Context: an optimization exercise on an open-source flow, tuned for a short achievable clock period and few clock cycles per item. The choices shown serve that exercise and are no tape-out recipe.
Only simulation tests tie the RTL to the original design; equivalence was not proved.

## the baseline
// rvv_backend
module rvv_backend (
    input  logic                                 clk,
    input  logic                                 rst_n,
    input  logic                                 insts_valid,
    input  logic [rvv_arch_pkg::INST_W-1:0]      insts,
    input  logic [rvv_arch_pkg::XLEN-1:0]        insts_scalar,
    output logic                                 insts_ready,
    output logic [rvv_pipe_pkg::CQ_CNT_W-1:0]    remaining_count,
    output logic                                 rt_valid,
    output rvv_arch_pkg::vidx_t                  rt_vd,
    output rvv_arch_pkg::vreg_t                  rt_data,
    output logic                                 rt_illegal,
    input  logic                                 rt_ready,
    output logic                                 rvv_idle
);
    localparam int CQ_CNT_W = rvv_pipe_pkg::CQ_CNT_W;
    localparam int CQ_DEPTH = rvv_pipe_pkg::CQ_DEPTH;
    logic [rvv_arch_pkg::NUM_VREG*rvv_arch_pkg::VLEN-1:0] regs;
    logic [31:0]         written;
    logic                x_valid;
    logic                x_legal;
    rvv_arch_pkg::vidx_t x_vd;
    logic [3:0]          x_op;
    logic                x_sub;
    logic [7:0]          x_src;
    rvv_arch_pkg::vreg_t x_a;
    rvv_arch_pkg::vreg_t x_b;
    rvv_arch_pkg::vreg_t x_pass;
    rvv_arch_pkg::vreg_t y_00;
    rvv_arch_pkg::vreg_t y_00s;
    rvv_arch_pkg::vreg_t y_10;
    rvv_arch_pkg::vreg_t y_10s;
    rvv_arch_pkg::vreg_t y_01;
    rvv_arch_pkg::vreg_t y_01s;
    rvv_arch_pkg::vreg_t y_11;
    rvv_arch_pkg::vreg_t alu_y;
    logic                y_valid;
    logic                y_en;
    logic                y_ill;
    rvv_arch_pkg::vidx_t y_vd;
    rvv_arch_pkg::vreg_t y_prev;
    logic                w_valid;
    logic                w_en;
    logic                w_ill;
    rvv_arch_pkg::vidx_t w_vd;
    logic [31:0]         w_sel;
    rvv_arch_pkg::vreg_t w_data;
    logic [CQ_CNT_W-1:0] outstanding;
    logic [CQ_CNT_W-1:0] outstanding_nxt;
    logic                accept;
    logic                taken;
    logic                rt_taken;
    assign accept = insts_valid & (outstanding != CQ_CNT_W'(CQ_DEPTH));
    assign taken  = rt_taken;
    always_comb begin
        outstanding_nxt = outstanding;
        if (accept && !taken) begin
  ...
==> flow/config.mk <==
export PLATFORM = sky130hd
export DESIGN_NAME = rvv_backend
export DESIGN_NICKNAME = rvv_backend
export VERILOG_FILES = /design/flow/design.v
export SDC_FILE = /design/flow/constraint.sdc
export NUM_CORES = 8
export LEC_CHECK = 0
export CAP_MARGIN = 50
export CORE_MARGIN = 2
export CORE_UTILIZATION = 42
export PLACE_DENSITY = 0.45
export SETUP_SLACK_MARGIN = 3.3
export SLEW_MARGIN = 65
export TNS_END_PERCENT = 100
==> flow/constraint.sdc <==
create_clock -name core_clock -period 6.0 [get_ports {clk}]
set_input_delay 1.2000 -clock core_clock [delete_from_list [all_inputs] [get_ports {clk}]]
set_output_delay 1.2000 -clock core_clock [all_outputs]
set_load 0.01 [all_outputs]
standard.sh (not shown) runs the stock make flow with config.mk's settings and CLKGATE_MAP_FILE= SYNTH_SCRIPT=/design/flow/synth_recipe.tcl, a recipe that flattens the netlist after the stock synthesis.
==> flow/flow/run.sh <==
#!/bin/bash
# The standard layout (standard.sh), with the ports placed on the die's
# edges by flow/io.tcl (read by ORFS's floorplan step as IO_CONSTRAINTS) and
# the flip-flop driving each output port held next to its pin during global
# placement (flow/pre_gp.tcl and flow/post_gp.tcl, ORFS's hooks around that
# step). The ORFS run's whole output goes to standard_finish.log in this
# folder; each ORFS step also keeps its own log under orfs/logs/.
set -o pipefail
here=$(pwd)
bash "$here/standard.sh" \
    IO_CONSTRAINTS="$here/flow/io.tcl" \
    PRE_GLOBAL_PLACE_TCL="$here/flow/pre_gp.tcl" \
    POST_GLOBAL_PLACE_TCL="$here/flow/post_gp.tcl" \
    finish > "$here/standard_finish.log" 2>&1
Other scripts of this flow, unchanged in this note and not shown: flow/flow/io.tcl, flow/flow/post_gp.tcl, flow/flow/pre_gp.tcl
Testbench counts of the baseline, summed over its fixed seeds: cycles 3,240, items 3,200.
Setup changes, the baseline to the candidate
-- flow/design.v --
<<< the baseline, line 366
    logic [W-1:0] held;
    logic         valid;
    assign res_ent = {res_vd, res_data, res_illegal};
    assign load    = ~valid | rt_ready;
>>> the candidate, line 366
    logic [W-1:0] held;
    logic         valid;
    logic         valid_n;
    assign res_ent = {res_vd, res_data, res_illegal};
    assign load    = ~valid | rt_ready;
<<< the baseline, line 379
    always_ff @(posedge clk) begin
        if (!rst_n) begin
            valid <= 1'b0;
        end else if (load) begin
            valid <= ~q_empty | res_valid;
        end
    end
    always_ff @(posedge clk) begin
        if (load) begin
>>> the candidate, line 380
    always_ff @(posedge clk) begin
        if (!rst_n) begin
            valid_n <= 1'b1;
        end else if (load) begin
            valid_n <= q_empty & ~res_valid;
        end
    end
    assign valid = ~valid_n;
    always_ff @(posedge clk) begin
        if (load) begin
<<< the baseline, line 443
    rvv_arch_pkg::vidx_t y_vd;
    rvv_arch_pkg::vreg_t y_prev;
    logic                w_valid;
    logic                w_en;
    logic                w_ill;
    rvv_arch_pkg::vidx_t w_vd;
    logic [31:0]         w_sel;
>>> the candidate, line 445
    rvv_arch_pkg::vidx_t y_vd;
    rvv_arch_pkg::vreg_t y_prev;
    logic                w_en;
    rvv_arch_pkg::vidx_t w_vd;
    logic [31:0]         w_sel;
<<< the baseline, line 516
            y_valid <= 1'b0;
            y_en    <= 1'b0;
            w_valid <= 1'b0;
            w_en    <= 1'b0;
            w_sel   <= '0;
>>> the candidate, line 516
            y_valid <= 1'b0;
            y_en    <= 1'b0;
            w_en    <= 1'b0;
            w_sel   <= '0;
<<< the baseline, line 522
            y_valid <= x_valid;
            y_en    <= x_valid & x_legal;
            w_valid <= y_valid;
            w_en    <= y_en;
            for (int i = 0; i < rvv_arch_pkg::NUM_VREG; i++) begin
>>> the candidate, line 521
            y_valid <= x_valid;
            y_en    <= x_valid & x_legal;
            w_en    <= y_en;
            for (int i = 0; i < rvv_arch_pkg::NUM_VREG; i++) begin
<<< the baseline, line 535
        w_data <= y_prev;
        w_vd   <= y_vd;
        w_ill  <= y_ill;
    end
    rvv_retire u_retire (
        .clk(clk), .rst_n(rst_n),
        .res_valid(w_valid), .res_vd(w_vd), .res_data(w_data), .res_illegal(w_ill),
        .rt_valid(rt_valid), .rt_vd(rt_vd), .rt_data(rt_data),
        .rt_illegal(rt_illegal), .rt_ready(rt_ready), .taken(rt_taken)
>>> the candidate, line 533
        w_data <= y_prev;
        w_vd   <= y_vd;
    end
    rvv_retire u_retire (
        .clk(clk), .rst_n(rst_n),
        .res_valid(y_valid), .res_vd(y_vd), .res_data(y_prev), .res_illegal(y_ill),
        .rt_valid(rt_valid), .rt_vd(rt_vd), .rt_data(rt_data),
        .rt_illegal(rt_illegal), .rt_ready(rt_ready), .taken(rt_taken)
Results
- In the metrics for the candidate and the baseline, the one carrying the lower global-route wire length before repair is the baseline.
- ~same sequential-to-total area share from yosys stat in the candidate and the baseline
- Between the candidate and the baseline, the horizontal die dimension does not differ in any meaningful way.
- More vias were needed by the candidate than by the baseline.
- Comparing the candidate and the baseline, the higher post-route worst setup slack was measured on the candidate.
- Re met1 track demand over resource in global routing: the candidate and the baseline aren't equal, and the lower value belongs to the baseline.
- The candidate completed end to end with timing, DRC and antenna clean.
- Diff the baseline -> the candidate: total clock buffers created by CTS essentially unchanged; peak clock frequency supported by timing increased 0.53%.
Testbench counts of the candidate, summed over its fixed seeds: cycles 3,232, items 3,200.

[afterwards: timing with drivers on the ports]
Ports are ideal in the flow. The routed layouts listed here were re-timed in OpenROAD. Step 1 sets driving cells, clkbuf_16 on the clock port and buf_2 on the other inputs (assumed; they add their load-dependent delay and slew). Step 2 adds t to the input delays and takes it off the output delays; t is the mean of the earliest and latest rising clock arrival at the registers after step 1. Input paths then give back, and output paths get back, about the clock's delay inside the block. Three values: ideal, step 1, step 2; two values: the first two.
run	t (ns)	setup WS [ns]	worst data-port slew with drivers (ns)
the baseline	1.246	3.085 / 2.978 / 2.242	0.24
the candidate	1.206	3.100 / 3.100 / 2.030	0.26
After both steps every run listed still meets setup and hold. For the candidate, which loses most, drivers alone change the setup slack by 0.000 ns; drivers and shift together by -1.070 ns.
